Optimization exercise on an open flow, not production practice. RTL: at most simulated, not proved equivalent. Function not checked: runs 1 to 4. The clock port is an ideal driver here. Power: default activity.

`flow/standard.sh`:
```
#!/bin/bash
# synth_recipe.tcl (not shown) runs the flow's synth.tcl, then flattens the netlist and writes it again
# the make line also repeats each setting of config.mk as NAME=value (left out here)
make -C /OpenROAD-flow-scripts/flow DESIGN_CONFIG=/design/flow/config.mk WORK_HOME=/design/flow/orfs CLKGATE_MAP_FILE= SYNTH_SCRIPT=/design/flow/synth_recipe.tcl "${@:-finish}"
```
`flow/design.v`:
```
`default_nettype none
package overlap_split_pkg;
  localparam int SAMPLE_W_DEF = 64;
  localparam int HOP_DEF      = 18;
endpackage
`default_nettype wire
`default_nettype none
module split_bank_ram #(
  parameter int SAMPLE_W = 64,
  parameter int DEPTH    = 18
) (
  input  logic                clk,
  input  logic                wr_en,
  input  logic [SAMPLE_W-1:0] wr_data,
  output logic [SAMPLE_W-1:0] rd_data
);
  logic [SAMPLE_W-1:0] ring_q [DEPTH];
  assign rd_data = ring_q[0];
  always_ff @(posedge clk) begin
    ring_q[0] <= wr_en ? wr_data : ring_q[DEPTH-1];
    for (int i = 1; i < DEPTH; i++) begin
      ring_q[i] <= ring_q[i-1];
    end
  end
endmodule
`default_nettype wire
`default_nettype none
import overlap_split_pkg::*;
module overlap_split #(
  parameter int SAMPLE_W = overlap_split_pkg::SAMPLE_W_DEF,
  parameter int HOP      = overlap_split_pkg::HOP_DEF
) (
  input  logic                clk,
  input  logic                reset,
  input  logic [SAMPLE_W-1:0] in_split_pcmSample,
  input  logic                in_split_valid,
  output logic                in_split_ready,
  output logic [SAMPLE_W-1:0] out_split_pcmSample,
  output logic                out_split_valid,
  input  logic                out_split_ready,
  output logic                out_split_last
);
  localparam int PH_W = (HOP > 1) ? $clog2(HOP) : 1;
  localparam int IN_W = $clog2(HOP + 1);
  localparam logic [PH_W-1:0] PH_LAST = PH_W'(HOP - 1);
  localparam int LD_G = 4;
  localparam int LANE = SAMPLE_W / LD_G;
  logic [PH_W-1:0]     phase_q;     
  logic [PH_W-1:0]     jo_q;        
  logic                half_q;      
  logic [IN_W-1:0]     ji_q;        
  logic                first_q;     
  logic [LD_G-1:0]     sync_q;      
  logic [LD_G-1:0]     gt_q;        
  logic                in_rdy_q;    
  logic [SAMPLE_W-1:0] out_data_q;
  logic [LD_G-1:0]     out_valid_q;
  logic                out_last_q;
  logic                wr_en;
  logic [LD_G-1:0]     load_g;
  logic                load;
  logic [SAMPLE_W-1:0] ring_data;
  logic [PH_W-1:0]     phase_n;
  logic [PH_W-1:0]     jo_n;
  logic                eoh;         
  logic                sync_n;      
  logic                ge2;         
  logic                rdy_w;       
  logic                rdy_e;       
  logic                jo_gt;       
  logic                jo_gt1;      
  logic                jo_ge;       
  assign in_split_ready = in_rdy_q;
  assign wr_en          = in_split_valid && in_rdy_q;
  for (genvar g = 0; g < LD_G; g++) begin : g_load
    assign load_g[g] = sync_q[g] && gt_q[g]
                    && (!out_valid_q[g] || out_split_ready);
  end
  assign load           = load_g[0];
  split_bank_ram #(
    .SAMPLE_W (SAMPLE_W),
    .DEPTH    (HOP)
  ) u_bank_ram (
    .clk     (clk),
    .wr_en   (in_rdy_q),
    .wr_data (in_split_pcmSample),
    .rd_data (ring_data)
  );
  always_comb begin
    phase_n = (phase_q == PH_LAST) ? '0 : phase_q + PH_W'(1);
    eoh     = (jo_q == PH_LAST);
    jo_n    = eoh ? '0 : jo_q + PH_W'(1);
    sync_n  = (phase_n == jo_n);
    ge2     = (ji_q > IN_W'(jo_q) + IN_W'(1));
    rdy_w   = (ji_q != IN_W'(HOP - 1));
    rdy_e   = (ji_q != IN_W'(HOP)) && (IN_W'(phase_n) == ji_q);
    jo_gt   = (IN_W'(jo_q) > ji_q);
    jo_gt1  = (IN_W'(jo_q) > ji_q + IN_W'(1));
    jo_ge   = (IN_W'(jo_q) >= ji_q);
  end
  always_ff @(posedge clk) begin
    if (!reset) begin
      phase_q     <= PH_W'(2);
      jo_q        <= PH_W'(1);
      half_q      <= 1'b0;
      ji_q        <= '0;
      first_q     <= 1'b1;
      in_rdy_q    <= 1'b0;
      out_last_q  <= 1'b0;
    end else begin
      phase_q <= phase_n;
      if (load) jo_q <= jo_n;
      if (load && eoh) half_q <= !half_q;
      if (load && eoh && half_q) ji_q <= '0;
      else if (wr_en)            ji_q <= ji_q + IN_W'(1);
      if (load && eoh) begin
        in_rdy_q <= !half_q && (wr_en ? rdy_w : rdy_e);
      end else begin
        if (wr_en) in_rdy_q <= rdy_w && (half_q || (load ? jo_gt : jo_gt1));
        else       in_rdy_q <= rdy_e && (half_q || (load ? jo_ge : jo_gt));
      end
      if (load) begin
        out_last_q <= half_q && eoh;
        if (eoh) first_q <= 1'b0;
      end
    end
  end
  always_ff @(posedge clk) begin
    for (int g = 0; g < LD_G; g++) begin
      if (!reset) begin
        sync_q[g]      <= 1'b1;
        gt_q[g]        <= 1'b1;
        out_valid_q[g] <= 1'b1;
        out_data_q[g*LANE +: LANE] <= '0;
      end else begin
        sync_q[g] <= load_g[g] || sync_n;
        if (load_g[g] && eoh) begin
          gt_q[g] <= half_q || wr_en || (ji_q != '0);
        end else if (half_q) begin
          if (wr_en && !load_g[g])      gt_q[g] <= 1'b1;
          else if (!wr_en && load_g[g]) gt_q[g] <= ge2;
        end
        if (load_g[g]) begin
          out_data_q[g*LANE +: LANE] <= first_q ? '0 : ring_data[g*LANE +: LANE];
          out_valid_q[g]             <= 1'b1;
        end else if (out_split_ready) begin
          out_valid_q[g] <= 1'b0;
        end
      end
    end
  end
  assign out_split_pcmSample = out_data_q;
  assign out_split_valid     = out_valid_q[0];
  assign out_split_last      = out_last_q;
endmodule
`default_nettype wire
```
`flow/constraint.sdc`:
```
create_clock -name core_clock -period 7.0 [get_ports {clk}]
set_input_delay 1.4000 -clock core_clock [delete_from_list [all_inputs] [get_ports {clk}]]
set_output_delay 1.4000 -clock core_clock [all_outputs]
set_load 0.01 [all_outputs]
```
`flow/config.mk`:
```
export PLATFORM = sky130hd
export DESIGN_NAME = overlap_split
export DESIGN_NICKNAME = overlap_split
export VERILOG_FILES = /design/flow/design.v
export SDC_FILE = /design/flow/constraint.sdc
export NUM_CORES = 4
export LEC_CHECK = 0
export CAP_MARGIN = 20
export CORE_MARGIN = 2
export CORE_UTILIZATION = 50
export CTS_BUF_LIST = sky130_fd_sc_hd__clkbuf_16
export CTS_CLUSTER_DIAMETER = 60
export CTS_CLUSTER_SIZE = 30
export PLACE_DENSITY = 0.65
export SETUP_SLACK_MARGIN = 4.5
export SLEW_MARGIN = 20
```
`flow/flow/run.sh`:
```
#!/bin/bash
set -euo pipefail
bash standard.sh \
  "BUFFER_PORTS_ARGS=-buffer_cell sky130_fd_sc_hd__buf_1" \
  MATCH_CELL_FOOTPRINT=0 \
  finish > standard_flow.log 2>&1
```
==> results.sh, run 1 <==
export IMPL_p_total_mw=11.6
export IMPL_wl_um=36800
export IMPL_drc=0
export IMPL_ys_seq_elements=1247
export IMPL_synth_most_common_cell="dfxtp_1"
export IMPL_synth_area_leader_cell="dfxtp_1"
export IMPL_critPathMaxStageDelay_ns=0.38
export IMPL_syn_nets=1689
export IMPL_multi_input_area_um2=2660
export IMPL_tritoncts="yes"
export IMPL_firstDrtPassIters=4
export IMPL_crit_family="flip-flops"
export IMPL_setup_viol=0
export IMPL_grt_pass1_vias=10900
export IMPL_clk_latency_ns=0.62
export IMPL_nFillCells=4164
export IMPL_slowest_stage="dfxtp_4"
export IMPL_clk_pin_slew_ns=0.10
export IMPL_cts_buffers=53
export IMPL_drive_above_1_share_pct=17.3
export IMPL_rows=86
export IMPL_start_kind="register"
export IMPL_syn_inst=1599
export IMPL_max_vdd_ir_drop_mv=0.239
export IMPL_leakage_nw=12.7
export IMPL_skew_ns=0.0212
export IMPL_synthTopCellsByCount="dfxtp_1, a22o_1, mux2_2"
export IMPL_worstSetupEndpointType="output port"
export IMPL_synth_top_area_share_pct=90.0
export IMPL_final_cells=2556
export IMPL_vias_per_cell=4.31
export IMPL_fin_tns_setup_ns=0
export IMPL_dp_cells=2457
export IMPL_arrival_ns=1.11
export IMPL_yosysWarnings=3
export IMPL_portBuffers=134
export IMPL_synth_area_um2=27700
export IMPL_crit_fanout=2
export IMPL_num_vias=11000
export IMPL_antenna_left=0
export IMPL_cts_buffer_depth=3
export IMPL_gp_congestion=0.746
export IMPL_core_area_um2=55000
export IMPL_post_route_period_util_pct=35.9
export IMPL_report_final_slew_viol_count=0
export IMPL_crit_required_ns=5.60
export IMPL_dp_hpwl_um=21700
export IMPL_drtIter0Drc=475
export IMPL_clock_sinks=1247
export IMPL_routedWlPerCell_um=14.4
export IMPL_htree_levels=2
export IMPL_grt_max_degree=57
export IMPL_syn_avg_cell_area_um2=17.3
export IMPL_grt_overflow=0
export IMPL_worstPathCellList="buf_6"
export IMPL_rsz0062_at_grt="yes"
export IMPL_synth_ff_type="dfxtp_1"
export IMPL_io_pins=135
export IMPL_final_nets=1876
export IMPL_synth_cell_type_count=45
export IMPL_antenna_found_initial=3
export IMPL_power_density_nw_per_um2=369
export IMPL_die_w_um=240
export IMPL_fmax_mhz=398
export IMPL_worst_pin_slew_ns=0.975
export IMPL_yosys_top_cells_area="dfxtp_1, mux2_2, a22o_1"
export IMPL_maxCapViolations=0
export IMPL_synth_edf_count=0
export IMPL_seqCellArea_um2=25100
export IMPL_dieArea_um2=57400
export IMPL_hold_viol_final=0
export IMPL_grt_pass1_wl_um=58000
export IMPL_status="complete, no violations"
export IMPL_crit_buf_inv=1
export IMPL_seq_area_frac_synth_pct=90.0
export IMPL_cts_root_buf="clkbuf_16"
export IMPL_period_needed_ns=2.51
export IMPL_start_util_pct=50.4
export IMPL_path_class="register to output port"
export IMPL_hold_buffers=0
export IMPL_area_growth_pct=13.8
export IMPL_relSlewSlack_pct=35.0
export IMPL_grt_total_usage_pct=13.0
export IMPL_die_y_um=240
export IMPL_synthArstFlopShare_pct=0
export IMPL_hold_class="register to register"
-- routing by layer --
| metal | up-vias | global-route usage, % | share of wire (%) |
|---|---|---|---|
| met5 | - | 0 | 0.033 |
| met4 | 2 | 4.28 | 2.4 |
| met3 | 69 | 3.05 | 4.8 |
| met2 | 149 | 19.9 | 43 |
| met1 | 5267 | 18.2 | 49 |
| li1 | 5533 | - | - |
-- where the power goes --
part           switching, mW  internal (mW)
Clock                   2.09           1.56
Combinational          0.113         0.0946
Sequential             0.148           7.63
Total                   2.36           9.29
-- per-stage QoR --
| stage | utilization [%] | hold slack (ns) | setup slack (ns) | area (um2) |
|---|---|---|---|---|
| 2_1_floorplan | - | 0.310 | 4.53 | 27700 |
| 3_3_place_gp | 52.9 | 0.310 | 3.64 | 29100 |
| 3_5_place_dp | 52.9 | 0.312 | 3.52 | 29100 |
| 4_1_cts | 57.3 | 0.317 | 4.44 | 31500 |
| 5_1_grt | 57.4 | 0.314 | 4.44 | 31600 |
| 6_report | 57.4 | 0.313 | 4.49 | 31600 |
-- logic make-up after synthesis --
group                    after synthesis  share of synthesized area [%]
XOR/XNOR                              19                          0.600
adder cells (fa/ha/maj)               22                          0.992
multiplexers                          64                           2.60
AO/OA/AOI/OAI                        121                           3.47
flip-flops                          1247                           90.0
buffers and inverters                 38                          0.618
AND/OR/NAND/NOR                       88                           1.71
-- timing repair --
item,4_1_cts,5_1_grt
setup endpoints to repair,119,87
endpoints found under the hold margin,0,0
pin swaps,0,0
resized for setup,295,5
buffers inserted,19,3
-- flip-flops by register name, indices dropped and copies added (netlist names) --
register	flops
first_q	1
gt_q	4
half_q	1
in_rdy_q	1
ji_q	5
jo_q	5
out_data_q	64
out_last_q	1
out_valid_q	4
phase_q	5
sync_q	4
u_bank_ram.ring_q	1152
-- area by class of cell --
type / count / share of cell area [%]
Inverter: 10 / 0.119
Multi-Input combinational cell: 314 / 8.43
Clock buffer: 55 / 4.36
Tap cell: 748 / 2.96
Clock inverter: 21 / 0.939
Sequential cell: 1247 / 79.4
Timing Repair Buffer: 160 / 3.81
Antenna cell: 1 / 0.00793
-- final timing paths --
check	startpoint	to	slack, ns	cells after the start
worst max-delay path	in_rdy_q	in_split_ready	4.49	1
worst min-delay path	u_bank_ram.ring_q[3][62]	u_bank_ram.ring_q[4][62]	0.31	0
worst max register to register	jo_q[0]	gt_q[1]	4.66	8
worst min register to register	u_bank_ram.ring_q[3][62]	u_bank_ram.ring_q[4][62]	0.31	0
-- layout by cell type (no fill, tap or decap), types with 6 or more instances in the layout --
master	count
a21oi_1	14
a22o_1	64
and3_1	6
buf_1	66
buf_4	26
buf_6	67
clkbuf_16	55
dfxtp_1	1178
dfxtp_2	66
ha_1	21
inv_1	13
mux2_2	64
nand2_1	20
nand2b_1	7
nand3_1	10
nor2_1	17
o21ai_0	9
xnor2_1	16
==> run 2: changes to the inputs <==
--- a/flow/config.mk
+++ b/flow/config.mk
@@ -5,6 +5,7 @@
 export SDC_FILE = /design/flow/constraint.sdc
 export NUM_CORES = 4
 export LEC_CHECK = 0
+export ABC_CLOCK_PERIOD_IN_PS = 2000
 export CAP_MARGIN = 20
 export CORE_MARGIN = 2
 export CORE_UTILIZATION = 50
==> results.sh, run 2 <==
export IMPL_status="complete, no violations"
export IMPL_firstDrtPassIters=4
export IMPL_maxCapViolations=0
export IMPL_crit_family="flip-flops"
export IMPL_slowest_stage="dfxtp_4"
export IMPL_synth_cell_type_count=45
export IMPL_rrSetupSlack_ns=4.66
export IMPL_post_route_util_pct=57.4
export IMPL_worst_pin_slew_ns=0.975
export IMPL_area_growth_pct=13.8
export IMPL_core_area_um2=55000
export IMPL_report_final_slew_viol_count=0
export IMPL_final_cells=2556
export IMPL_final_area_um2=31600
export IMPL_cts_buffer_depth=3
export IMPL_die_w_um=240
export IMPL_antenna_found_initial=3
export IMPL_cts_buffers=53
export IMPL_htree_levels=2
export IMPL_start_kind="register"
export IMPL_grt_overflow=0
export IMPL_rsz0062_at_grt="yes"
export IMPL_seq_area_frac_synth_pct=90.0
export IMPL_worstPathCellList="buf_6"
export IMPL_synth_edf_count=0
export IMPL_fin_tns_setup_ns=0
export IMPL_routedWlPerCell_um=14.4
export IMPL_arrival_ns=1.11
export IMPL_setup_viol=0
export IMPL_grt_total_usage_pct=13.0
export IMPL_dieArea_um2=57400
export IMPL_worst_slack_ns=4.49
export IMPL_synth_ff_type="dfxtp_1"
export IMPL_holdWs_ns=0.313
export IMPL_clock_sinks=1247
export IMPL_synth_top_area_share_pct=90.0
export IMPL_period_needed_ns=2.51
export IMPL_synth_area_leader_cell="dfxtp_1"
export IMPL_grt_pass1_vias=10900
export IMPL_syn_nets=1689
export IMPL_portBuffers=134
export IMPL_final_nets=1876
export IMPL_final_common_cell="dfxtp_1"
export IMPL_dpl_worst_slack_ns=3.52
export IMPL_vias_per_cell=4.31
export IMPL_fmax_mhz=398
export IMPL_relSlewSlack_pct=35.0
export IMPL_reg_top3="u_bank_ram.ring_q: 1152 flops, out_data_q: 64 flops"
export IMPL_synthArstFlopShare_pct=0
export IMPL_max_vdd_ir_drop_mv=0.239
export IMPL_crit_buf_inv=1
export IMPL_syn_inst=1599
export IMPL_wl_um=36800
export IMPL_drtIter0Drc=475
export IMPL_clk_latency_ns=0.62
export IMPL_whs_endpoint="u_bank_ram.ring_q[4][62]"
export IMPL_drive_above_1_share_pct=17.3
export IMPL_crit_required_ns=5.60
export IMPL_start_util_pct=50.4
export IMPL_antenna_left=0
export IMPL_largest_reg_flops=1152
export IMPL_dp_cells=2457
export IMPL_reg2reg_depth=8
export IMPL_skew_ns=0.0212
export IMPL_placed_area_um2=29100
export IMPL_grt_pass1_wl_um=58000
export IMPL_r2r_end="gt_q[1]"
export IMPL_hp_start="u_bank_ram.ring_q[3][62]"
export IMPL_cp_num_cells=1
export IMPL_syn_avg_cell_area_um2=17.3
export IMPL_die_y_um=240
export IMPL_synth_most_common_cell="dfxtp_1"
export IMPL_tritoncts="yes"
export IMPL_gp_congestion=0.746
export IMPL_grt_max_degree=57
export IMPL_hold_viol_final=0
export IMPL_rows=86
export IMPL_path_class="register to output port"
export IMPL_critPathMaxStageDelay_ns=0.38
export IMPL_yosysWarnings=3
export IMPL_cts_root_buf="clkbuf_16"
export IMPL_dp_hpwl_um=21700
export IMPL_drc=0
export IMPL_hold_class="register to register"
export IMPL_ys_seq_elements=1247
export IMPL_p_total_mw=11.6
export IMPL_clk_pin_slew_ns=0.10
export IMPL_top_register="u_bank_ram.ring_q"
export IMPL_leakage_nw=12.7
export IMPL_worstSetupEndpointType="output port"
export IMPL_final_cell_mix="dfxtp_1, buf_6, buf_1, dfxtp_2"
export IMPL_rr_startpoint="jo_q[0]"
export IMPL_crit_fanout=2
export IMPL_synth_area_um2=27700
export IMPL_num_vias=11000
export IMPL_yosys_top_cells_area="dfxtp_1, mux2_2, a22o_1"
export IMPL_io_pins=135
export IMPL_post_route_period_util_pct=35.9
export IMPL_holdPathStages=0
export IMPL_power_density_nw_per_um2=369
export IMPL_synthTopCellsByCount="dfxtp_1, a22o_1, mux2_2"
[run 2: kinds of logic (layout without fill, tap and decap cells)]
family                     Yosys count  after routing  share of synthesized area, %
DFF                               1247           1247                          90.0
AOI/OAI and AO/OA                  121            121                          3.47
and+or+nand+nor                     88             88                          1.71
muxes                               64             64                          2.60
buffers and inverters               38            246                         0.618
adders and majority gates           22             22                         0.992
xor gates and xnor gates            19             19                         0.600
other                                0              1                             0
[run 2: how the worst max path moves through the flow]
stage	end	start
after floorplan	out_data_q[10]	out_split_ready
after global placement	out_data_q[9]	reset
after detailed placement	out_data_q[13]	reset
after CTS	out_split_pcmSample[1]	out_data_q[1]
after global routing	out_split_pcmSample[2]	out_data_q[2]
final	in_split_ready	in_rdy_q
[run 2: what timing repair did]
| action | 4_1_cts | 5_1_grt |
|---|---|---|
| setup buffers | 19 | 3 |
| hold buffers | 0 | 0 |
| resized for setup | 295 | 5 |
| setup endpoints to repair | 119 | 87 |
| gates cloned | 0 | 0 |
[run 2: power breakdown]
group | leakage [nW] | total (mW) | internal [mW] | switching [mW]
clock | 0.820 | 3.66 | 1.56 | 2.09
sequential | 10.1 | 7.78 | 7.63 | 0.148
combinational | 1.72 | 0.208 | 0.0946 | 0.113
total | 12.7 | 11.6 | 9.29 | 2.36
[run 2: layout make-up]
cell class / count / area, um2
well taps: 748 / 936
clock buffers: 55 / 1380
repair buffers: 160 / 1200
clock inverters: 21 / 297
flip-flops and latches: 1247 / 25100
inverters: 10 / 37.5
diodes: 1 / 2.50
multi-input cells: 314 / 2660
fillers: 4164 / 23400
[run 2: per-layer routing]
layer / up-vias / track usage, % / wire length, um
met5: - / 0 / 12
met4: 2 / 4.28 / 882
met3: 69 / 3.05 / 1760
met2: 149 / 19.9 / 16000
met1: 5267 / 18.2 / 18200
li1: 5533 / - / -
==> run 3: changes to the inputs <==
--- a/flow/config.mk
+++ b/flow/config.mk
@@ -5,7 +5,6 @@
 export SDC_FILE = /design/flow/constraint.sdc
 export NUM_CORES = 4
 export LEC_CHECK = 0
-export ABC_CLOCK_PERIOD_IN_PS = 2000
 export CAP_MARGIN = 20
 export CORE_MARGIN = 2
 export CORE_UTILIZATION = 50
@@ -14,4 +13,4 @@
 export CTS_CLUSTER_SIZE = 30
 export PLACE_DENSITY = 0.65
 export SETUP_SLACK_MARGIN = 4.5
-export SLEW_MARGIN = 20
+export SLEW_MARGIN = 70
==> results.sh, run 3 <==
export IMPL_largest_reg_flops=1152
export IMPL_synth_cell_type_count=45
export IMPL_p_total_mw=11.5
export IMPL_final_common_cell="dfxtp_1"
export IMPL_leakage_nw=12.7
export IMPL_fin_tns_setup_ns=0
export IMPL_maxCapViolations=0
export IMPL_grt_pass1_vias=10800
export IMPL_final_cells=2557
export IMPL_cts_buffers=52
export IMPL_post_route_period_util_pct=35.8
export IMPL_gp_congestion=0.746
export IMPL_grt_max_degree=31
export IMPL_synth_edf_count=0
export IMPL_setup_viol=0
export IMPL_worst_pin_slew_ns=0.406
export IMPL_ys_seq_elements=1247
export IMPL_hold_class="register to register"
export IMPL_max_vdd_ir_drop_mv=0.264
export IMPL_reg_top3="u_bank_ram.ring_q: 1152 flops, out_data_q: 64 flops"
export IMPL_syn_inst=1599
export IMPL_start_util_pct=50.4
export IMPL_worstSetupEndpointType="output port"
export IMPL_seq_area_frac_synth_pct=90.0
export IMPL_drc=0
export IMPL_cts_buffer_depth=3
export IMPL_dpl_worst_slack_ns=4.00
export IMPL_antenna_left=0
export IMPL_hold_buffers=0
export IMPL_yosysWarnings=3
export IMPL_antenna_found_initial=1
export IMPL_synth_area_um2=27700
export IMPL_tritoncts="yes"
export IMPL_crit_family="flip-flops"
export IMPL_grt_pass1_wl_um=57000
export IMPL_reg2reg_depth=8
export IMPL_worst_slack_ns=4.49
export IMPL_final_nets=1879
export IMPL_relSlewSlack_pct=72.9
export IMPL_htree_levels=2
export IMPL_fmax_mhz=399
export IMPL_dp_cells=2459
export IMPL_arrival_ns=1.11
export IMPL_area_growth_pct=13.7
export IMPL_yosys_top_cells_area="dfxtp_1, mux2_2, a22o_1"
export IMPL_dp_hpwl_um=22100
export IMPL_wl_um=36300
export IMPL_p_sw_mw=2.31
export IMPL_core_area_um2=55000
export IMPL_drive_above_1_share_pct=17.5
export IMPL_cts_root_buf="clkbuf_16"
export IMPL_grt_overflow=0
export IMPL_die_w_um=240
export IMPL_synth_top_area_share_pct=90.0
export IMPL_seq_power_share_pct=67.6
export IMPL_synth_area_leader_cell="dfxtp_1"
export IMPL_synthTopCellsByCount="dfxtp_1, a22o_1, mux2_2"
export IMPL_rrSetupSlack_ns=4.62
export IMPL_rsz0062_at_grt="yes"
export IMPL_crit_fanout=2
export IMPL_cp_num_cells=1
export IMPL_p_clk_share_pct=30.6
export IMPL_path_class="register to output port"
export IMPL_skew_ns=0.0179
export IMPL_clk_pin_slew_ns=0.10
export IMPL_switching_share_pct=20.1
export IMPL_report_final_slew_viol_count=0
export IMPL_rows=86
export IMPL_top_register="u_bank_ram.ring_q"
export IMPL_critPathMaxStageDelay_ns=0.38
export IMPL_dieArea_um2=57400
export IMPL_period_needed_ns=2.51
export IMPL_die_y_um=240
export IMPL_start_kind="register"
export IMPL_clk_latency_ns=0.61
export IMPL_crit_required_ns=5.60
export IMPL_routedWlPerCell_um=14.2
export IMPL_power_density_nw_per_um2=365
export IMPL_num_vias=11000
export IMPL_post_route_util_pct=57.3
export IMPL_final_cell_mix="dfxtp_1, buf_6, buf_1, dfxtp_2"
export IMPL_synthArstFlopShare_pct=0
export IMPL_firstDrtPassIters=4
export IMPL_p_int_mw=9.19
export IMPL_status="complete, no violations"
export IMPL_clock_sinks=1247
export IMPL_hold_viol_final=0
export IMPL_synth_ff_type="dfxtp_1"
export IMPL_vias_per_cell=4.30
export IMPL_synth_most_common_cell="dfxtp_1"
export IMPL_slowest_stage="dfxtp_4"
export IMPL_grt_total_usage_pct=12.7
export IMPL_portBuffers=134
export IMPL_syn_avg_cell_area_um2=17.3
export IMPL_crit_buf_inv=1
export IMPL_worstPathCellList="buf_6"
export IMPL_drtIter0Drc=448
export IMPL_p_comb_share_pct=1.8
export IMPL_holdPathStages=0
export IMPL_io_pins=135
export IMPL_syn_nets=1689
run 3: cell count changes in the layout (fill, tap and decap cells not counted), sizes merged:
cell,previous run,this run
buf,159,164
clkinv,4,8
clkbuf,56,53
inv,22,19
bufinv,2,1
clkinvlp,3,2
run 3: cell type report:
cell class	instances	area [um2]
well taps	748	936
repair buffers	164	1250
multi-input cells	314	2680
inverters	10	37.5
diodes	1	2.50
clock inverters	20	233
fillers	4147	23500
flip-flops and latches	1247	25100
clock buffers	53	1330
run 3: what timing repair did:
item,4_1_cts,5_1_grt
pin swaps,0,0
setup endpoints to repair,71,71
gates cloned,0,0
gates resized for setup,289,4
setup buffers,18,5
run 3: per-stage QoR:
| step | hold slack [ns] | instance area [um2] |
|---|---|---|
| 2_1_floorplan | 0.310 | 27700 |
| 6_report | 0.320 | 31500 |
| 5_1_grt | 0.310 | 31500 |
| 3_3_place_gp | 0.310 | 29100 |
| 3_5_place_dp | 0.312 | 29100 |
| 4_1_cts | 0.315 | 31400 |
run 3: kinds of logic after synthesis:
group	count (synthesis)	share of synthesized area, %
compound gates	121	3.47
xor+xnor	19	0.600
fa+ha+maj	22	0.992
buf+inv	38	0.618
flops	1247	90.0
mux	64	2.60
simple gates	88	1.71
run 3: layer usage:
| metal | part of all wire [%] | global-route usage, % | wire, um | vias to the layer above |
|---|---|---|---|---|
| li1 | - | - | - | 5550 |
| met1 | 50 | 18.1 | 18100 | 5233 |
| met2 | 43 | 19.3 | 15600 | 147 |
| met3 | 4.5 | 2.84 | 1620 | 71 |
| met4 | 2.5 | 4.55 | 920 | 2 |
| met5 | 0.033 | 0 | 12 | - |
run 3: power groups by stage:
stage / logic (mW) / registers, mW / clock network, mW
final: 0.211 / 7.78 / 3.52
after CTS: 0.205 / 7.79 / 3.65
after detailed placement: 0.200 / 7.95 / 0
after global routing: 0.234 / 7.83 / 3.90
after global placement: 0.187 / 7.93 / 0
after floorplan: 0.145 / 7.87 / 0
run 3: final timing paths:
| kind | start | to |
|---|---|---|
| setup / recovery | out_data_q[1] | out_split_pcmSample[1] |
| hold / removal | u_bank_ram.ring_q[10][0] | u_bank_ram.ring_q[11][0] |
| setup reg to reg | jo_q[0] | gt_q[1] |
| hold reg to reg | u_bank_ram.ring_q[10][0] | u_bank_ram.ring_q[11][0] |
==> run 4: changes to the inputs <==
--- a/flow/config.mk
+++ b/flow/config.mk
@@ -13,4 +13,4 @@
 export CTS_CLUSTER_SIZE = 30
 export PLACE_DENSITY = 0.65
 export SETUP_SLACK_MARGIN = 4.5
-export SLEW_MARGIN = 70
+export SLEW_MARGIN = 85
==> results.sh, run 4 <==
export IMPL_synth_cell_type_count=45
export IMPL_final_area_um2=32300
export IMPL_post_route_period_util_pct=35.8
export IMPL_grt_pass1_wl_um=59000
export IMPL_synthTopCellsByCount="dfxtp_1, a22o_1, mux2_2"
export IMPL_antenna_found_initial=3
export IMPL_core_area_um2=55000
export IMPL_top_register="u_bank_ram.ring_q"
export IMPL_fmax_mhz=399
export IMPL_hold_viol_final=0
export IMPL_leakage_nw=13.0
export IMPL_synth_area_leader_cell="dfxtp_1"
export IMPL_synth_most_common_cell="dfxtp_1"
export IMPL_cts_buffers=53
export IMPL_area_growth_pct=16.5
export IMPL_gp_congestion=0.746
export IMPL_p_total_mw=11.7
export IMPL_switching_share_pct=20.5
export IMPL_synth_top_area_share_pct=90.0
export IMPL_syn_avg_cell_area_um2=17.3
export IMPL_num_vias=11200
export IMPL_die_y_um=240
export IMPL_drive_above_1_share_pct=21.8
export IMPL_grt_pass1_vias=11200
export IMPL_reg_top3="u_bank_ram.ring_q: 1152 flops, out_data_q: 64 flops"
export IMPL_max_vdd_ir_drop_mv=0.254
export IMPL_yosysWarnings=3
export IMPL_hold_class="register to register"
export IMPL_yosys_top_cells_area="dfxtp_1, mux2_2, a22o_1"
export IMPL_ys_seq_elements=1247
export IMPL_relSlewSlack_pct=83.5
export IMPL_dieArea_um2=57400
export IMPL_synthArstFlopShare_pct=0
export IMPL_fin_tns_setup_ns=0
export IMPL_drc=0
export IMPL_synth_edf_count=0
export IMPL_portBuffers=134
export IMPL_clk_pin_slew_ns=0.10
export IMPL_rows=86
export IMPL_largest_reg_flops=1152
export IMPL_setup_viol=0
export IMPL_clock_sinks=1247
export IMPL_arrival_ns=1.11
export IMPL_placed_area_um2=29600
export IMPL_worstPathCellList="buf_6"
export IMPL_p_sw_mw=2.41
export IMPL_vias_per_cell=4.29
export IMPL_worst_slack_ns=4.49
export IMPL_critPathMaxStageDelay_ns=0.38
export IMPL_crit_required_ns=5.60
export IMPL_path_class="register to output port"
export IMPL_syn_nets=1689
export IMPL_rsz0062_at_grt="yes"
export IMPL_tritoncts="yes"
export IMPL_final_cells=2601
export IMPL_crit_buf_inv=1
export IMPL_crit_fanout=2
export IMPL_slowest_stage="dfxtp_4"
export IMPL_crit_family="flip-flops"
export IMPL_p_clk_share_pct=31.1
export IMPL_dp_cells=2477
export IMPL_dp_hpwl_um=22800
export IMPL_worst_pin_slew_ns=0.248
export IMPL_final_common_cell="dfxtp_1"
export IMPL_grt_overflow=0
export IMPL_synth_area_um2=27700
export IMPL_synth_ff_type="dfxtp_1"
export IMPL_seq_area_frac_synth_pct=90.0
export IMPL_p_int_mw=9.30
export IMPL_post_route_util_pct=58.8
export IMPL_clk_latency_ns=0.63
export IMPL_status="complete, no violations"
export IMPL_grt_total_usage_pct=13.2
export IMPL_skew_ns=0.0200
export IMPL_diodes=0
export IMPL_firstDrtPassIters=5
export IMPL_wl_um=37800
export IMPL_seq_power_share_pct=66.4
export IMPL_worstSetupEndpointType="output port"
export IMPL_report_final_slew_viol_count=0
export IMPL_die_w_um=240
export IMPL_start_util_pct=50.4
export IMPL_maxCapViolations=0
export IMPL_io_pins=135
export IMPL_htree_levels=2
export IMPL_start_kind="register"
export IMPL_syn_inst=1599
export IMPL_grt_max_degree=32
export IMPL_routedWlPerCell_um=14.5
export IMPL_drtIter0Drc=477
export IMPL_antenna_left=0
export IMPL_dpl_worst_slack_ns=3.53
export IMPL_holdWs_ns=0.314
export IMPL_final_nets=1918
export IMPL_cts_buffer_depth=3
export IMPL_final_cell_mix="dfxtp_1, buf_6, dfxtp_2, buf_1"
export IMPL_cts_root_buf="clkbuf_16"
export IMPL_power_density_nw_per_um2=362
export IMPL_period_needed_ns=2.51
export IMPL_p_comb_share_pct=2.5
run 4: cell counts after synthesis:
Identical to the previous run, type by type.
run 4: kinds of logic (layout without fill, tap and decap cells):
| logic type | count (synthesis) | count (layout) | synth area share (%) |
|---|---|---|---|
| AOI/OAI and AO/OA | 121 | 121 | 3.47 |
| xor gates and xnor gates | 19 | 19 | 0.600 |
| adders and majority gates | 22 | 22 | 0.992 |
| buffers and inverters | 38 | 292 | 0.618 |
| DFF | 1247 | 1247 | 90.0 |
| muxes | 64 | 64 | 2.60 |
| and+or+nand+nor | 88 | 88 | 1.71 |
run 4: final timing paths:
check / start / endpoint / slack (ns) / cells past startpoint
worst min register to register: u_bank_ram.ring_q[3][62] / u_bank_ram.ring_q[4][62] / 0.31 / 0
worst max register to register: jo_q[1] / gt_q[2] / 4.53 / 12
worst min-delay path: u_bank_ram.ring_q[3][62] / u_bank_ram.ring_q[4][62] / 0.31 / 0
worst max-delay path: out_data_q[1] / out_split_pcmSample[1] / 4.49 / 1
run 4: layout make-up:
| cell class | instances | area, um2 |
|---|---|---|
| Clock buffer | 55 | 1380 |
| Inverter | 10 | 37.5 |
| Sequential cell | 1247 | 25100 |
| Timing Repair Buffer | 202 | 1610 |
| Clock inverter | 25 | 278 |
| Tap cell | 748 | 936 |
| Fill cell | 4073 | 22700 |
| Multi-Input combinational cell | 314 | 2980 |
run 4: routing by layer:
layer | part of all wire (%) | GRT usage (%) | vias up
li1 | - | - | 5627
met1 | 49 | 18.4 | 5278
met2 | 43 | 20.1 | 179
met3 | 5.1 | 3.24 | 70
met4 | 2.5 | 4.62 | 2
met5 | 0.026 | 0 | -
run 4: power groups by stage:
stage / registers (mW) / clock network (mW) / logic [mW]
global route: 7.84 / 4.02 / 0.315
detailed placement: 7.95 / 0 / 0.255
finish: 7.78 / 3.64 / 0.293
CTS: 7.79 / 3.76 / 0.272
global placement: 7.93 / 0 / 0.187
floorplan: 7.87 / 0 / 0.145
run 4: repair_timing:
| item | CTS | global route |
|---|---|---|
| gates resized for setup | 287 | 13 |
| hold buffers | 0 | 0 |
| pin swaps | 1 | 5 |
| setup endpoints to repair | 74 | 73 |
| hold endpoints to repair | 0 | 0 |
| setup buffers | 29 | 11 |
==> run 5: changes to the inputs <==
--- a/flow/design.v
+++ b/flow/design.v
@@ -43,21 +43,18 @@
   localparam int PH_W = (HOP > 1) ? $clog2(HOP) : 1;
   localparam int IN_W = $clog2(HOP + 1);
   localparam logic [PH_W-1:0] PH_LAST = PH_W'(HOP - 1);
-  localparam int LD_G = 4;
-  localparam int LANE = SAMPLE_W / LD_G;
   logic [PH_W-1:0]     phase_q;     
   logic [PH_W-1:0]     jo_q;        
   logic                half_q;      
   logic [IN_W-1:0]     ji_q;        
   logic                first_q;     
-  logic [LD_G-1:0]     sync_q;      
-  logic [LD_G-1:0]     gt_q;        
+  logic                sync_q;      
+  logic                gt_q;        
   logic                in_rdy_q;    
   logic [SAMPLE_W-1:0] out_data_q;
-  logic [LD_G-1:0]     out_valid_q;
+  logic                out_valid_q;
   logic                out_last_q;
   logic                wr_en;
-  logic [LD_G-1:0]     load_g;
   logic                load;
   logic [SAMPLE_W-1:0] ring_data;
   logic [PH_W-1:0]     phase_n;
@@ -72,11 +69,7 @@
   logic                jo_ge;       
   assign in_split_ready = in_rdy_q;
   assign wr_en          = in_split_valid && in_rdy_q;
-  for (genvar g = 0; g < LD_G; g++) begin : g_load
-    assign load_g[g] = sync_q[g] && gt_q[g]
-                    && (!out_valid_q[g] || out_split_ready);
-  end
-  assign load           = load_g[0];
+  assign load           = sync_q && gt_q && (!out_valid_q || out_split_ready);
   split_bank_ram #(
     .SAMPLE_W (SAMPLE_W),
     .DEPTH    (HOP)
@@ -105,52 +98,42 @@
       half_q      <= 1'b0;
       ji_q        <= '0;
       first_q     <= 1'b1;
+      sync_q      <= 1'b1;
+      gt_q        <= 1'b1;
       in_rdy_q    <= 1'b0;
+      out_data_q  <= '0;
+      out_valid_q <= 1'b1;
       out_last_q  <= 1'b0;
     end else begin
       phase_q <= phase_n;
+      sync_q  <= load || sync_n;
       if (load) jo_q <= jo_n;
       if (load && eoh) half_q <= !half_q;
       if (load && eoh && half_q) ji_q <= '0;
       else if (wr_en)            ji_q <= ji_q + IN_W'(1);
       if (load && eoh) begin
+        gt_q     <= half_q || wr_en || (ji_q != '0);
         in_rdy_q <= !half_q && (wr_en ? rdy_w : rdy_e);
       end else begin
+        if (half_q) begin
+          if (wr_en && !load)      gt_q <= 1'b1;
+          else if (!wr_en && load) gt_q <= ge2;
+        end
         if (wr_en) in_rdy_q <= rdy_w && (half_q || (load ? jo_gt : jo_gt1));
         else       in_rdy_q <= rdy_e && (half_q || (load ? jo_ge : jo_gt));
       end
       if (load) begin
-        out_last_q <= half_q && eoh;
+        out_data_q  <= first_q ? '0 : ring_data;
+        out_valid_q <= 1'b1;
+        out_last_q  <= half_q && eoh;
         if (eoh) first_q <= 1'b0;
-      end
-    end
-  end
-  always_ff @(posedge clk) begin
-    for (int g = 0; g < LD_G; g++) begin
-      if (!reset) begin
-        sync_q[g]      <= 1'b1;
-        gt_q[g]        <= 1'b1;
-        out_valid_q[g] <= 1'b1;
-        out_data_q[g*LANE +: LANE] <= '0;
-      end else begin
-        sync_q[g] <= load_g[g] || sync_n;
-        if (load_g[g] && eoh) begin
-          gt_q[g] <= half_q || wr_en || (ji_q != '0);
-        end else if (half_q) begin
-          if (wr_en && !load_g[g])      gt_q[g] <= 1'b1;
-          else if (!wr_en && load_g[g]) gt_q[g] <= ge2;
-        end
-        if (load_g[g]) begin
-          out_data_q[g*LANE +: LANE] <= first_q ? '0 : ring_data[g*LANE +: LANE];
-          out_valid_q[g]             <= 1'b1;
-        end else if (out_split_ready) begin
-          out_valid_q[g] <= 1'b0;
-        end
+      end else if (out_split_ready) begin
+        out_valid_q <= 1'b0;
       end
     end
   end
   assign out_split_pcmSample = out_data_q;
-  assign out_split_valid     = out_valid_q[0];
+  assign out_split_valid     = out_valid_q;
   assign out_split_last      = out_last_q;
 endmodule
 `default_nettype wire
==> flow/flow/run.sh (replaced) <==
#!/bin/bash
set -euo pipefail
here="$(pwd)"
bash standard.sh \
  "BUFFER_PORTS_ARGS=-buffer_cell sky130_fd_sc_hd__buf_1" \
  MATCH_CELL_FOOTPRINT=0 \
  "CTS_ARGS=-sink_clustering_enable -repair_clock_nets -sink_clustering_size 30 -sink_clustering_max_diameter 80 -buf_list sky130_fd_sc_hd__buf_12" \
  "POST_CTS_TCL=${here}/flow/extra_repair.tcl" \
  finish > standard_flow.log 2>&1
==> flow/flow/extra_repair.tcl (new file) <==
# Run after clock tree synthesis (POST_CTS_TCL hook). One more setup repair
# pass aimed at the paths from the inputs and between registers. For this
# pass only, the output delay is set to 0, so that repair does not stall on
# the register-to-output paths, whose delay (clock tree, flip-flop, output
# buffer) resizing cannot cut further. It aims 0.3 ns past the flow's own
# setup margin, as routing later adds delay to these paths. The design's
# output delay is put back before the database and constraints are written.
set my_outs [all_outputs]
set my_out_delay [expr {0.2 * $::env(FLOW_PERIOD_NS)}]
set_output_delay 0.0 -clock [get_clocks core_clock] $my_outs
estimate_parasitics -placement
repair_timing -setup -setup_margin [expr {$::env(SETUP_SLACK_MARGIN) + 0.3}] -repair_tns 100 -verbose
set_output_delay $my_out_delay -clock [get_clocks core_clock] $my_outs
detailed_placement
check_placement -verbose
estimate_parasitics -placement
report_worst_slack -max
--- a/flow/config.mk
+++ b/flow/config.mk
@@ -13,4 +13,4 @@
 export CTS_CLUSTER_SIZE = 30
 export PLACE_DENSITY = 0.65
 export SETUP_SLACK_MARGIN = 4.5
-export SLEW_MARGIN = 85
+export SLEW_MARGIN = 20
==> results.sh, run 5 <==
export IMPL_status="complete, no violations"
export IMPL_start_kind="register"
export IMPL_maxCapViolations=0
export IMPL_synth_most_common_cell="dfxtp_1"
export IMPL_grt_pass1_wl_um=57100
export IMPL_clk_pin_slew_ns=0.12
export IMPL_gp_congestion=0.793
export IMPL_grt_pass1_vias=10800
export IMPL_p_total_mw=11.0
export IMPL_relSlewSlack_pct=56.0
export IMPL_dieArea_um2=56600
export IMPL_synth_cell_type_count=40
export IMPL_die_y_um=238
export IMPL_drive_above_1_share_pct=15.8
export IMPL_reg_top3="u_bank_ram.ring_q: 1152 flops, out_data_q: 64 flops"
export IMPL_rows=85
export IMPL_yosysWarnings=3
export IMPL_grt_total_usage_pct=13.0
export IMPL_portBuffers=134
export IMPL_worst_pin_slew_ns=0.650
export IMPL_syn_inst=1570
export IMPL_post_route_period_util_pct=34.8
export IMPL_final_area_um2=30200
export IMPL_yosys_top_cells_area="dfxtp_1, mux2_2, a22o_1"
export IMPL_seq_area_frac_synth_pct=90.5
export IMPL_crit_family="flip-flops"
export IMPL_hold_viol_final=0
export IMPL_dp_hpwl_um=19800
export IMPL_final_nets=1828
export IMPL_power_density_nw_per_um2=365
export IMPL_crit_required_ns=5.60
export IMPL_synth_area_um2=27400
export IMPL_final_common_cell="dfxtp_1"
export IMPL_die_w_um=238
export IMPL_worstSetupEndpointType="output port"
export IMPL_drtIter0Drc=502
export IMPL_period_needed_ns=2.44
export IMPL_p_clk_share_pct=27.9
export IMPL_worstPathCellList="buf_6"
export IMPL_switching_share_pct=20.3
export IMPL_crit_buf_inv=1
export IMPL_routedWlPerCell_um=14.9
export IMPL_start_util_pct=50.7
export IMPL_top_layer="met4"
export IMPL_area_growth_pct=10.2
export IMPL_drc=0
export IMPL_route_met2_wl_um=15300
export IMPL_leakage_nw=12.1
export IMPL_setup_viol=0
export IMPL_p_sw_mw=2.24
export IMPL_wl_met1_um=18700
export IMPL_clock_sinks=1238
export IMPL_skew_ns=0.0267
export IMPL_path_class="register to output port"
export IMPL_tritoncts="yes"
export IMPL_synth_edf_count=0
export IMPL_holdWs_ns=0.321
export IMPL_vias_per_cell=4.41
export IMPL_largest_reg_flops=1152
export IMPL_crit_fanout=2
export IMPL_hold_class="register to register"
export IMPL_clk_latency_ns=0.56
export IMPL_slowest_stage="dfxtp_4"
export IMPL_fin_tns_setup_ns=0
export IMPL_syn_nets=1660
export IMPL_rsz0062_at_grt="yes"
export IMPL_antenna_found_initial=1
export IMPL_ys_seq_elements=1238
export IMPL_final_cell_mix="dfxtp_1, buf_1, mux2_2, a22o_1, dfxtp_2"
export IMPL_firstDrtPassIters=4
export IMPL_syn_avg_cell_area_um2=17.4
export IMPL_synthTopCellsByCount="dfxtp_1, a22o_1, mux2_2"
export IMPL_grt_overflow=0
export IMPL_synthArstFlopShare_pct=0
export IMPL_synth_top_area_share_pct=90.5
export IMPL_antenna_left=0
export IMPL_route_met3_wl_um=1370
export IMPL_p_int_mw=8.79
export IMPL_io_pins=135
export IMPL_grt_max_degree=37
export IMPL_synth_area_leader_cell="dfxtp_1"
export IMPL_num_vias=10800
export IMPL_max_vdd_ir_drop_mv=0.217
export IMPL_core_area_um2=54000
export IMPL_placed_area_um2=28700
export IMPL_top_register="u_bank_ram.ring_q"
export IMPL_wl_um=36400
export IMPL_critPathMaxStageDelay_ns=0.37
export IMPL_seq_power_share_pct=70.3
export IMPL_synth_ff_type="dfxtp_1"
export IMPL_p_comb_share_pct=1.8
export IMPL_report_final_slew_viol_count=0
export IMPL_fmax_mhz=411
export IMPL_arrival_ns=1.04
## run 5: changes by cell type in the layout (fill, tap and decap cells not counted), moves of 7 or more
cell and delta:
dfxtp_2 -9, buf_4 -39, clkbuf_2 +40, clkbuf_16 -55
xor2_1 +7, dfxtp_4 -8, buf_12 +52, buf_6 -57
dfxtp_1 +8
## run 5: area by class of cell
class,instances,area [um2]
fillers,4265,23900
well taps,696,871
multi-input cells,295,2510
flip-flops and latches,1238,24900
inverters,12,45.0
clock buffers,48,961
clock inverters,6,100
diodes,2,5.00
repair buffers,143,802
## run 5: routing by layer
metal  track usage [%]  vias to the layer above
met2              19.6                      153
met5                 0                        -
met3              2.66                       59
met4              4.51                        0
met1              18.7                     5180
li1                  -                     5364
## run 5: final timing paths
kind / startpoint / to / slack, ns / cells after the start
min: u_bank_ram.ring_q[16][42] / u_bank_ram.ring_q[17][42] / 0.32 / 0
max: in_rdy_q / in_split_ready / 4.56 / 1
max reg2reg: ji_q[0] / in_rdy_q / 4.78 / 10
min reg2reg: u_bank_ram.ring_q[16][42] / u_bank_ram.ring_q[17][42] / 0.32 / 0
## run 5: cells by family after synthesis
group / after synthesis / synth area share (%)
XOR/XNOR: 22 / 0.704
adder cells (fa/ha/maj): 22 / 1.01
flip-flops: 1238 / 90.5
AO/OA/AOI/OAI: 105 / 2.99
AND/OR/NAND/NOR: 78 / 1.54
buffers and inverters: 41 / 0.599
multiplexers: 64 / 2.63
## run 5: power groups by stage
stage	clock (mW)	combinational, mW	sequential, mW
3_5_place_dp	0	0.176	7.92
2_1_floorplan	0	0.133	7.84
3_3_place_gp	0	0.170	7.90
6_report	3.07	0.202	7.75
5_1_grt	3.42	0.223	7.81
## run 5: stage by stage
step,cells,setup slack [ns],util [%]
final,2440,4.56,55.8
after global routing,2439,4.50,55.8
after detailed placement,2373,3.41,53.1
after global placement,2373,3.48,53.1
after floorplan,1570,4.52,-
Testbench counts of run 5, summed over its fixed seeds: cycles 11,520, blocks 320.
==> run 6: changes to the inputs <==
==> flow/flow/run.sh (replaced) <==
#!/bin/bash
set -euo pipefail
here="$(pwd)"
bash standard.sh \
  "BUFFER_PORTS_ARGS=-buffer_cell sky130_fd_sc_hd__buf_1" \
  MATCH_CELL_FOOTPRINT=0 \
  "CTS_ARGS=-sink_clustering_enable -repair_clock_nets -sink_clustering_size 32 -sink_clustering_max_diameter 90 -buf_list sky130_fd_sc_hd__buf_12" \
  "POST_CTS_TCL=${here}/flow/extra_repair.tcl" \
  finish > standard_flow.log 2>&1
==> results.sh, run 6 <==
export IMPL_antenna_found_initial=0
export IMPL_gp_congestion=0.793
export IMPL_io_pins=135
export IMPL_worst_pin_slew_ns=0.659
export IMPL_worstPathCellList="clkbuf_2"
export IMPL_grt_pass1_wl_um=57100
export IMPL_hold_viol_final=0
export IMPL_relSlewSlack_pct=55.5
export IMPL_nFillCells=4286
export IMPL_slowest_stage="dfxtp_2"
export IMPL_final_cell_mix="dfxtp_1, buf_1, mux2_2, a22o_1, dfxtp_2"
export IMPL_leakage_nw=12.0
export IMPL_final_nets=1827
export IMPL_antenna_left=0
export IMPL_synth_ff_type="dfxtp_1"
export IMPL_drc=0
export IMPL_max_vdd_ir_drop_mv=0.205
export IMPL_hp_start="u_bank_ram.ring_q[14][53]"
export IMPL_portBuffers=134
export IMPL_syn_nets=1660
export IMPL_clk_pin_slew_ns=0.12
export IMPL_final_common_cell="dfxtp_1"
export IMPL_vias_per_cell=4.39
export IMPL_crit_family="flip-flops"
export IMPL_critPathMaxStageDelay_ns=0.36
export IMPL_wl_um=36200
export IMPL_synth_area_um2=27400
export IMPL_crit_fanout=2
export IMPL_dieArea_um2=56600
export IMPL_synth_cell_type_count=40
export IMPL_reg_top3="u_bank_ram.ring_q: 1152 flops, out_data_q: 64 flops"
export IMPL_path_class="register to output port"
export IMPL_seq_area_frac_synth_pct=90.5
export IMPL_syn_avg_cell_area_um2=17.4
export IMPL_num_vias=10700
export IMPL_fin_tns_setup_ns=0
export IMPL_crit_required_ns=5.60
export IMPL_report_final_slew_viol_count=0
export IMPL_firstDrtPassIters=4
export IMPL_drtIter0Drc=495
export IMPL_grt_total_usage_pct=13.0
export IMPL_synth_edf_count=0
export IMPL_clk_latency_ns=0.55
export IMPL_rsz0062_at_grt="yes"
export IMPL_start_kind="register"
export IMPL_routedWlPerCell_um=14.9
export IMPL_syn_inst=1570
export IMPL_core_area_um2=54000
export IMPL_fmax_mhz=411
export IMPL_grt_max_degree=37
export IMPL_rows=85
export IMPL_maxCapViolations=0
export IMPL_synth_area_leader_cell="dfxtp_1"
export IMPL_dp_hpwl_um=19800
export IMPL_ys_seq_elements=1238
export IMPL_tritoncts="yes"
export IMPL_die_y_um=238
export IMPL_area_growth_pct=9.80
export IMPL_synth_top_area_share_pct=90.5
export IMPL_worstSetupEndpointType="output port"
export IMPL_status="complete, no violations"
export IMPL_start_util_pct=50.7
export IMPL_arrival_ns=1.03
export IMPL_critPathLaunch="out_data_q[39]"
export IMPL_clock_sinks=1238
export IMPL_synthArstFlopShare_pct=0
export IMPL_synth_most_common_cell="dfxtp_1"
export IMPL_largest_reg_flops=1152
export IMPL_skew_ns=0.0254
export IMPL_top_register="u_bank_ram.ring_q"
export IMPL_crit_buf_inv=1
export IMPL_setup_viol=0
export IMPL_power_density_nw_per_um2=363
export IMPL_yosys_top_cells_area="dfxtp_1, mux2_2, a22o_1"
export IMPL_yosysWarnings=3
export IMPL_holdWs_ns=0.313
export IMPL_post_route_period_util_pct=34.8
export IMPL_die_w_um=238
export IMPL_grt_pass1_vias=10700
export IMPL_rr_startpoint="ji_q[0]"
export IMPL_drive_above_1_share_pct=15.5
export IMPL_hold_class="register to register"
export IMPL_grt_overflow=0
export IMPL_period_needed_ns=2.43
export IMPL_synthTopCellsByCount="dfxtp_1, a22o_1, mux2_2"
==> run 6: cell types whose count changed in the layout (fill, tap and decap cells not counted), sizes merged <==
cell	previous run	this run
clkbuf	44	54
buf	147	138
clkinv	3	1
==> run 6: report_power, final <==
| part | total (mW) | switching (mW) | internal, mW | leakage (nW) |
|---|---|---|---|---|
| Clock | 2.94 | 1.91 | 1.04 | 0.451 |
| Combinational | 0.204 | 0.112 | 0.0913 | 1.53 |
| Sequential | 7.75 | 0.155 | 7.59 | 10.1 |
==> run 6: per-stage QoR <==
| step | utilization [%] | worst slack [ns] | cell area, um2 | power [mW] | instances |
|---|---|---|---|---|---|
| 3_5_place_dp | 53.1 | 3.41 | 28700 | 8.09 | 2373 |
| 2_1_floorplan | - | 4.52 | 27400 | 7.97 | 1570 |
| 5_1_grt | 55.6 | 4.50 | 30100 | 11.3 | 2437 |
| 6_report | 55.6 | 4.57 | 30100 | 10.9 | 2439 |
| 3_3_place_gp | 53.1 | 3.48 | 28700 | 8.07 | 2373 |
==> run 6: path summary, 6_finish.rpt <==
check                                   end  slack, ns  cells past startpoint
setup reg to reg                   in_rdy_q       4.80                     10
setup / recovery    out_split_pcmSample[39]       4.57                      1
hold reg to reg   u_bank_ram.ring_q[15][53]       0.31                      0
hold / removal    u_bank_ram.ring_q[15][53]       0.31                      0
==> run 6: final cells by class <==
class | count | area (um2) | area share, %
tap | 696 | 871 | 2.90
multi-input combinational | 295 | 2510 | 8.36
inverter | 12 | 45.0 | 0.150
antenna | 2 | 5.00 | 0.0167
clock inverter | 4 | 32.5 | 0.108
sequential | 1238 | 24900 | 82.7
timing repair buffer | 146 | 802 | 2.67
clock buffer | 46 | 921 | 3.06
==> run 6: per-layer routing <==
| layer | wire (um) | global-route usage, % | vias to the layer above | share of wire, % |
|---|---|---|---|---|
| met5 | 0 | 0 | - | 0 |
| met4 | 840 | 3.73 | 0 | 2.3 |
| met3 | 1280 | 2.65 | 58 | 3.5 |
| met2 | 15500 | 19.7 | 137 | 43 |
| met1 | 18600 | 18.8 | 5143 | 51 |
| li1 | - | - | 5363 | - |
==> run 6: cells by family after synthesis <==
family / count (synthesis) / share of synthesized area (%)
buffers and inverters: 41 / 0.599
multiplexers: 64 / 2.63
flip-flops: 1238 / 90.5
adder cells (fa/ha/maj): 22 / 1.01
XOR/XNOR: 22 / 0.704
AND/OR/NAND/NOR: 78 / 1.54
AO/OA/AOI/OAI: 105 / 2.99
==> run 6: worst register-to-register path, delay by kind of cell, from the launching register on <==
| family | cells | cell delay (ns) |
|---|---|---|
| AOI/OAI and AO/OA | 3 | 0.56 |
| adders and majority gates | 2 | 0.54 |
| and+or+nand+nor | 4 | 0.43 |
| DFF | 1 | 0.42 |
| xor gates and xnor gates | 1 | 0.15 |
==> run 7: changes to the inputs <==
==> flow/flow/run.sh (replaced) <==
#!/bin/bash
set -euo pipefail
here="$(pwd)"
bash standard.sh \
  "BUFFER_PORTS_ARGS=-buffer_cell sky130_fd_sc_hd__buf_1" \
  MATCH_CELL_FOOTPRINT=0 \
  "CTS_ARGS=-sink_clustering_enable -repair_clock_nets -sink_clustering_size 30 -sink_clustering_max_diameter 70 -buf_list sky130_fd_sc_hd__buf_12" \
  "POST_CTS_TCL=${here}/flow/extra_repair.tcl" \
  finish > standard_flow.log 2>&1
==> results.sh, run 7 <==
export IMPL_cp_num_cells=1
export IMPL_synth_area_um2=27400
export IMPL_dp_hpwl_um=19800
export IMPL_synthTopCellsByCount="dfxtp_1, a22o_1, mux2_2"
export IMPL_crit_required_ns=5.60
export IMPL_final_cell_mix="dfxtp_1, buf_1, mux2_2, a22o_1, dfxtp_2"
export IMPL_leakage_nw=12.1
export IMPL_grt_pass1_wl_um=57100
export IMPL_synth_cell_type_count=40
export IMPL_rows=85
export IMPL_drive_above_1_share_pct=16.1
export IMPL_yosysWarnings=3
export IMPL_crit_buf_inv=1
export IMPL_grt_max_degree=37
export IMPL_maxCapViolations=0
export IMPL_relSlewSlack_pct=55.3
export IMPL_syn_nets=1660
export IMPL_synth_most_common_cell="dfxtp_1"
export IMPL_syn_avg_cell_area_um2=17.4
export IMPL_skew_ns=0.0209
export IMPL_wl_um=36400
export IMPL_p_clk_share_pct=28.7
export IMPL_power_density_nw_per_um2=369
export IMPL_gp_congestion=0.793
export IMPL_drtIter0Drc=519
export IMPL_holdPathStages=0
export IMPL_clock_sinks=1238
export IMPL_crit_fanout=2
export IMPL_p_sw_mw=2.26
export IMPL_ys_seq_elements=1238
export IMPL_fmax_mhz=410
export IMPL_vias_per_cell=4.39
export IMPL_synth_top_area_share_pct=90.5
export IMPL_status="complete, no violations"
export IMPL_die_w_um=238
export IMPL_worstPathCellList="clkbuf_2"
export IMPL_start_kind="register"
export IMPL_switching_share_pct=20.3
export IMPL_dpl_worst_slack_ns=3.41
export IMPL_reg2reg_depth=8
export IMPL_tritoncts="yes"
export IMPL_die_y_um=238
export IMPL_arrival_ns=1.04
export IMPL_period_needed_ns=2.44
export IMPL_num_vias=10700
export IMPL_final_common_cell="dfxtp_1"
export IMPL_grt_overflow=0
export IMPL_post_route_period_util_pct=34.9
export IMPL_yosys_top_cells_area="dfxtp_1, mux2_2, a22o_1"
export IMPL_rsz0062_at_grt="yes"
export IMPL_routedWlPerCell_um=14.9
export IMPL_dieArea_um2=56600
export IMPL_syn_inst=1570
export IMPL_slowest_stage="dfxtp_2"
export IMPL_seq_area_frac_synth_pct=90.5
export IMPL_portBuffers=134
export IMPL_grt_pass1_vias=10800
export IMPL_io_pins=135
export IMPL_path_class="register to output port"
export IMPL_crit_family="flip-flops"
export IMPL_critPathMaxStageDelay_ns=0.36
export IMPL_synth_edf_count=0
export IMPL_area_growth_pct=10.4
export IMPL_grt_total_usage_pct=13.0
export IMPL_final_nets=1829
export IMPL_worst_pin_slew_ns=0.662
export IMPL_setup_viol=0
export IMPL_hold_class="register to register"
export IMPL_synth_area_leader_cell="dfxtp_1"
export IMPL_antenna_left=0
export IMPL_synth_ff_type="dfxtp_1"
export IMPL_firstDrtPassIters=4
export IMPL_report_final_slew_viol_count=0
export IMPL_seq_power_share_pct=69.4
export IMPL_p_int_mw=8.89
export IMPL_top_register="u_bank_ram.ring_q"
export IMPL_drc=0
export IMPL_worst_slack_ns=4.56
export IMPL_start_util_pct=50.7
export IMPL_core_area_um2=54000
export IMPL_clk_latency_ns=0.56
export IMPL_largest_reg_flops=1152
export IMPL_antenna_found_initial=0
export IMPL_clk_pin_slew_ns=0.11
export IMPL_fin_tns_setup_ns=0
export IMPL_synthArstFlopShare_pct=0
export IMPL_max_vdd_ir_drop_mv=0.225
export IMPL_p_comb_share_pct=1.8
export IMPL_reg_top3="u_bank_ram.ring_q: 1152 flops, out_data_q: 64 flops"
export IMPL_worstSetupEndpointType="output port"
export IMPL_hold_viol_final=0
[run 7: cell counts after synthesis]
No cell type changed its count.
[run 7: worst reg2reg max path, cell delays in order (launching register included)]
cell,delay [ns]
dfxtp_1,0.49
inv_1,0.16
ha_1,0.32
o21ai_0,0.21
a21oi_1,0.08
nor3_1,0.20
o21ai_0,0.16
a2111oi_2,0.43
nor4_2,0.10
[run 7: logic make-up (layout without fill, tap and decap cells)]
family / after synthesis / in the layout / share of synthesized area (%)
XOR/XNOR: 22 / 22 / 0.704
other: 0 / 1 / 0
AO/OA/AOI/OAI: 105 / 105 / 2.99
AND/OR/NAND/NOR: 78 / 82 / 1.54
flip-flops: 1238 / 1238 / 90.5
buffers and inverters: 41 / 217 / 0.599
multiplexers: 64 / 64 / 2.63
adder cells (fa/ha/maj): 22 / 22 / 1.01
[run 7: cell type report]
cell class / instances / area (um2)
Tap cell: 696 / 871
Multi-Input combinational cell: 295 / 2510
Fill cell: 4235 / 23800
Clock inverter: 11 / 146
Timing Repair Buffer: 143 / 761
Antenna cell: 1 / 2.50
Sequential cell: 1238 / 24900
Inverter: 12 / 45.0
Clock buffer: 51 / 1020
[run 7: worst paths after layout]
kind	slack [ns]	startpoint	to
min	0.33	u_bank_ram.ring_q[7][31]	u_bank_ram.ring_q[8][31]
max	4.56	out_data_q[39]	out_split_pcmSample[39]
min reg2reg	0.33	u_bank_ram.ring_q[7][31]	u_bank_ram.ring_q[8][31]
max reg2reg	4.74	ji_q[2]	in_rdy_q
[run 7: routing by layer]
metal  vias to the layer above  track usage [%]  routed length [um]
li1                       5366                -                   -
met1                      5124             18.6               18400
met2                       184             19.9               15600
met3                        58             2.57                1610
met4                         0             4.38                 798
met5                         -                0                   0
[run 7: stage by stage]
step                area [um2]  total power [mW]  utilization [%]  cells  hold slack, ns
floorplan                27400              7.97                -   1570           0.310
finish                   30200              11.2             55.9   2447           0.327
global placement         28700              8.07             53.1   2373           0.310
detailed placement       28700              8.09             53.1   2373           0.312
global route             30200              11.6             55.9   2446           0.331
[run 7: power by group through the flow]
stage	clock (mW)	combinational (mW)	sequential [mW]
final	3.21	0.202	7.75
after global routing	3.56	0.222	7.81
after detailed placement	0	0.176	7.92
after global placement	0	0.170	7.90
after floorplan	0	0.133	7.84
==> run 8: changes to the inputs <==
--- a/flow/design.v
+++ b/flow/design.v
@@ -64,9 +64,9 @@
   logic                ge2;         
   logic                rdy_w;       
   logic                rdy_e;       
-  logic                jo_gt;       
-  logic                jo_gt1;      
-  logic                jo_ge;       
+  logic                rdy_w1;      
+  logic                rdy_e1;      
+  logic                jo_pre;      
   assign in_split_ready = in_rdy_q;
   assign wr_en          = in_split_valid && in_rdy_q;
   assign load           = sync_q && gt_q && (!out_valid_q || out_split_ready);
@@ -87,9 +87,9 @@
     ge2     = (ji_q > IN_W'(jo_q) + IN_W'(1));
     rdy_w   = (ji_q != IN_W'(HOP - 1));
     rdy_e   = (ji_q != IN_W'(HOP)) && (IN_W'(phase_n) == ji_q);
-    jo_gt   = (IN_W'(jo_q) > ji_q);
-    jo_gt1  = (IN_W'(jo_q) > ji_q + IN_W'(1));
-    jo_ge   = (IN_W'(jo_q) >= ji_q);
+    rdy_w1  = (ji_q != IN_W'(HOP - 2));
+    rdy_e1  = (ji_q != IN_W'(HOP - 1)) && (IN_W'(phase_n) == ji_q);
+    jo_pre  = (jo_q == PH_W'(HOP - 2));
   end
   always_ff @(posedge clk) begin
     if (!reset) begin
@@ -119,8 +119,9 @@
           if (wr_en && !load)      gt_q <= 1'b1;
           else if (!wr_en && load) gt_q <= ge2;
         end
-        if (wr_en) in_rdy_q <= rdy_w && (half_q || (load ? jo_gt : jo_gt1));
-        else       in_rdy_q <= rdy_e && (half_q || (load ? jo_ge : jo_gt));
+        if (half_q)     in_rdy_q <= wr_en ? rdy_w : rdy_e;
+        else            in_rdy_q <= (load ? jo_pre : eoh)
+                                 && (wr_en ? rdy_w1 : rdy_e1);
       end
       if (load) begin
         out_data_q  <= first_q ? '0 : ring_data;
==> flow/flow/run.sh (replaced) <==
#!/bin/bash
set -euo pipefail
here="$(pwd)"
bash standard.sh \
  "BUFFER_PORTS_ARGS=-buffer_cell sky130_fd_sc_hd__buf_1" \
  MATCH_CELL_FOOTPRINT=0 \
  "CTS_ARGS=-sink_clustering_enable -repair_clock_nets -sink_clustering_size 30 -sink_clustering_max_diameter 80 -buf_list sky130_fd_sc_hd__buf_12" \
  "POST_CTS_TCL=${here}/flow/extra_repair.tcl" \
  finish > standard_flow.log 2>&1
--- a/flow/config.mk
+++ b/flow/config.mk
@@ -12,5 +12,5 @@
 export CTS_CLUSTER_DIAMETER = 60
 export CTS_CLUSTER_SIZE = 30
 export PLACE_DENSITY = 0.65
-export SETUP_SLACK_MARGIN = 4.5
+export SETUP_SLACK_MARGIN = 4.6
 export SLEW_MARGIN = 20
==> results.sh, run 8 <==
export IMPL_critPathLaunch="out_data_q[40]"
export IMPL_dp_cells=2341
export IMPL_drive_above_1_share_pct=17.0
export IMPL_crit_fanout=2
export IMPL_start_util_pct=50.5
export IMPL_clock_sinks=1238
export IMPL_maxCapViolations=0
export IMPL_setup_viol=0
export IMPL_largest_reg_flops=1152
export IMPL_rows=85
export IMPL_post_route_period_util_pct=34.7
export IMPL_final_cell_mix="dfxtp_1, dfxtp_2, buf_6, buf_1, a22o_1"
export IMPL_die_w_um=237
export IMPL_final_cells=2427
export IMPL_skew_ns=0.0199
export IMPL_synth_area_leader_cell="dfxtp_1"
export IMPL_area_growth_pct=12.0
export IMPL_grt_overflow=0
export IMPL_hp_start="u_bank_ram.ring_q[7][38]"
export IMPL_syn_avg_cell_area_um2=17.7
export IMPL_p_total_mw=10.3
export IMPL_synthArstFlopShare_pct=0
export IMPL_report_final_slew_viol_count=0
export IMPL_worst_pin_slew_ns=0.730
export IMPL_grt_total_usage_pct=12.5
export IMPL_syn_inst=1534
export IMPL_relSlewSlack_pct=51.4
export IMPL_synthTopCellsByCount="dfxtp_1, a22o_1, mux2_2"
export IMPL_synth_ff_type="dfxtp_1"
export IMPL_arrival_ns=1.03
export IMPL_fmax_mhz=412
export IMPL_wl_um=34500
export IMPL_antenna_found_initial=0
export IMPL_grt_pass1_wl_um=55400
export IMPL_seq_area_frac_synth_pct=91.3
export IMPL_leakage_nw=12.1
export IMPL_syn_nets=1616
export IMPL_synth_edf_count=0
export IMPL_hold_viol_final=0
export IMPL_die_y_um=237
export IMPL_synth_top_area_share_pct=91.3
export IMPL_hold_class="register to register"
export IMPL_worst_slack_ns=4.57
export IMPL_final_common_cell="dfxtp_1"
export IMPL_synth_cell_type_count=42
export IMPL_io_pins=135
export IMPL_post_route_util_pct=56.6
export IMPL_dp_hpwl_um=18800
export IMPL_synth_area_um2=27100
export IMPL_dpl_worst_slack_ns=3.86
export IMPL_yosysWarnings=3
export IMPL_crit_buf_inv=1
export IMPL_firstDrtPassIters=4
export IMPL_crit_family="flip-flops"
export IMPL_slowest_stage="dfxtp_2"
export IMPL_reg_top3="u_bank_ram.ring_q: 1152 flops, out_data_q: 64 flops"
export IMPL_num_vias=10500
export IMPL_power_density_nw_per_um2=338
export IMPL_tritoncts="yes"
export IMPL_grt_pass1_vias=10500
export IMPL_antenna_left=0
export IMPL_portBuffers=134
export IMPL_routedWlPerCell_um=14.2
export IMPL_synth_most_common_cell="dfxtp_1"
export IMPL_crit_required_ns=5.60
export IMPL_status="complete, no violations"
export IMPL_grt_max_degree=43
export IMPL_vias_per_cell=4.33
export IMPL_yosys_top_cells_area="dfxtp_1, mux2_2, a22o_1"
export IMPL_final_area_um2=30400
export IMPL_clk_latency_ns=0.56
export IMPL_worstSetupEndpointType="output port"
export IMPL_placed_area_um2=28500
export IMPL_fin_tns_setup_ns=0
export IMPL_rsz0062_at_grt="yes"
export IMPL_gp_congestion=0.726
export IMPL_top_register="u_bank_ram.ring_q"
export IMPL_final_nets=1806
export IMPL_start_kind="register"
export IMPL_period_needed_ns=2.43
export IMPL_path_class="register to output port"
export IMPL_core_area_um2=53700
export IMPL_dieArea_um2=56200
export IMPL_clk_pin_slew_ns=0.11
export IMPL_drc=0
export IMPL_critPathMaxStageDelay_ns=0.37
export IMPL_drtIter0Drc=414
export IMPL_holdWs_ns=0.324
export IMPL_worstPathCellList="buf_6"
export IMPL_ys_seq_elements=1238
export IMPL_rr_startpoint="jo_q[2]"
export IMPL_max_vdd_ir_drop_mv=0.226
run 8: changes by cell type in the layout (fill, tap and decap cells not counted), sizes merged, moves of 6 or more:
cell and delta:
ha -8, buf +63, clkbuf -44, nand2 -6
inv -6, a31oi -6
run 8: metal layers:
| layer | global-route usage, % | share of wire [%] |
|---|---|---|
| met5 | 0 | 0 |
| met4 | 3.84 | 2.3 |
| met3 | 2.90 | 4.1 |
| met2 | 18.5 | 42 |
| met1 | 18.3 | 52 |
run 8: worst paths after layout:
| path | endpoint | slack, ns | depth (start not counted) |
|---|---|---|---|
| max | out_split_pcmSample[40] | 4.57 | 1 |
| min | u_bank_ram.ring_q[8][38] | 0.32 | 0 |
| max reg2reg | gt_q | 4.93 | 7 |
| min reg2reg | u_bank_ram.ring_q[8][38] | 0.32 | 0 |
run 8: cells by family after synthesis:
group	share of synthesized area [%]
XOR/XNOR	0.641
adder cells (fa/ha/maj)	0.645
buffers and inverters	0.479
flip-flops	91.3
AND/OR/NAND/NOR	1.29
multiplexers	2.77
AO/OA/AOI/OAI	2.86
run 8: area by class of cell:
class | instances | area, um2
Clock inverter | 7 | 104
Fill cell | 4138 | 23300
Tap cell | 696 | 871
Clock buffer | 49 | 981
Timing Repair Buffer | 164 | 1270
Antenna cell | 1 | 2.50
Sequential cell | 1238 | 24900
Multi-Input combinational cell | 265 | 2280
Inverter | 7 | 26.3
run 8: report_power, final:
part           internal [mW]  leakage, nW  switching (mW)  total (mW)
clock                   1.12        0.508            1.98        3.10
combinational         0.0483         1.62          0.0699       0.118
sequential              7.04         10.0         0.00866        7.05
total                   8.21         12.1            2.05        10.3
Testbench counts of run 8, summed over its fixed seeds: cycles 11,520, blocks 320.
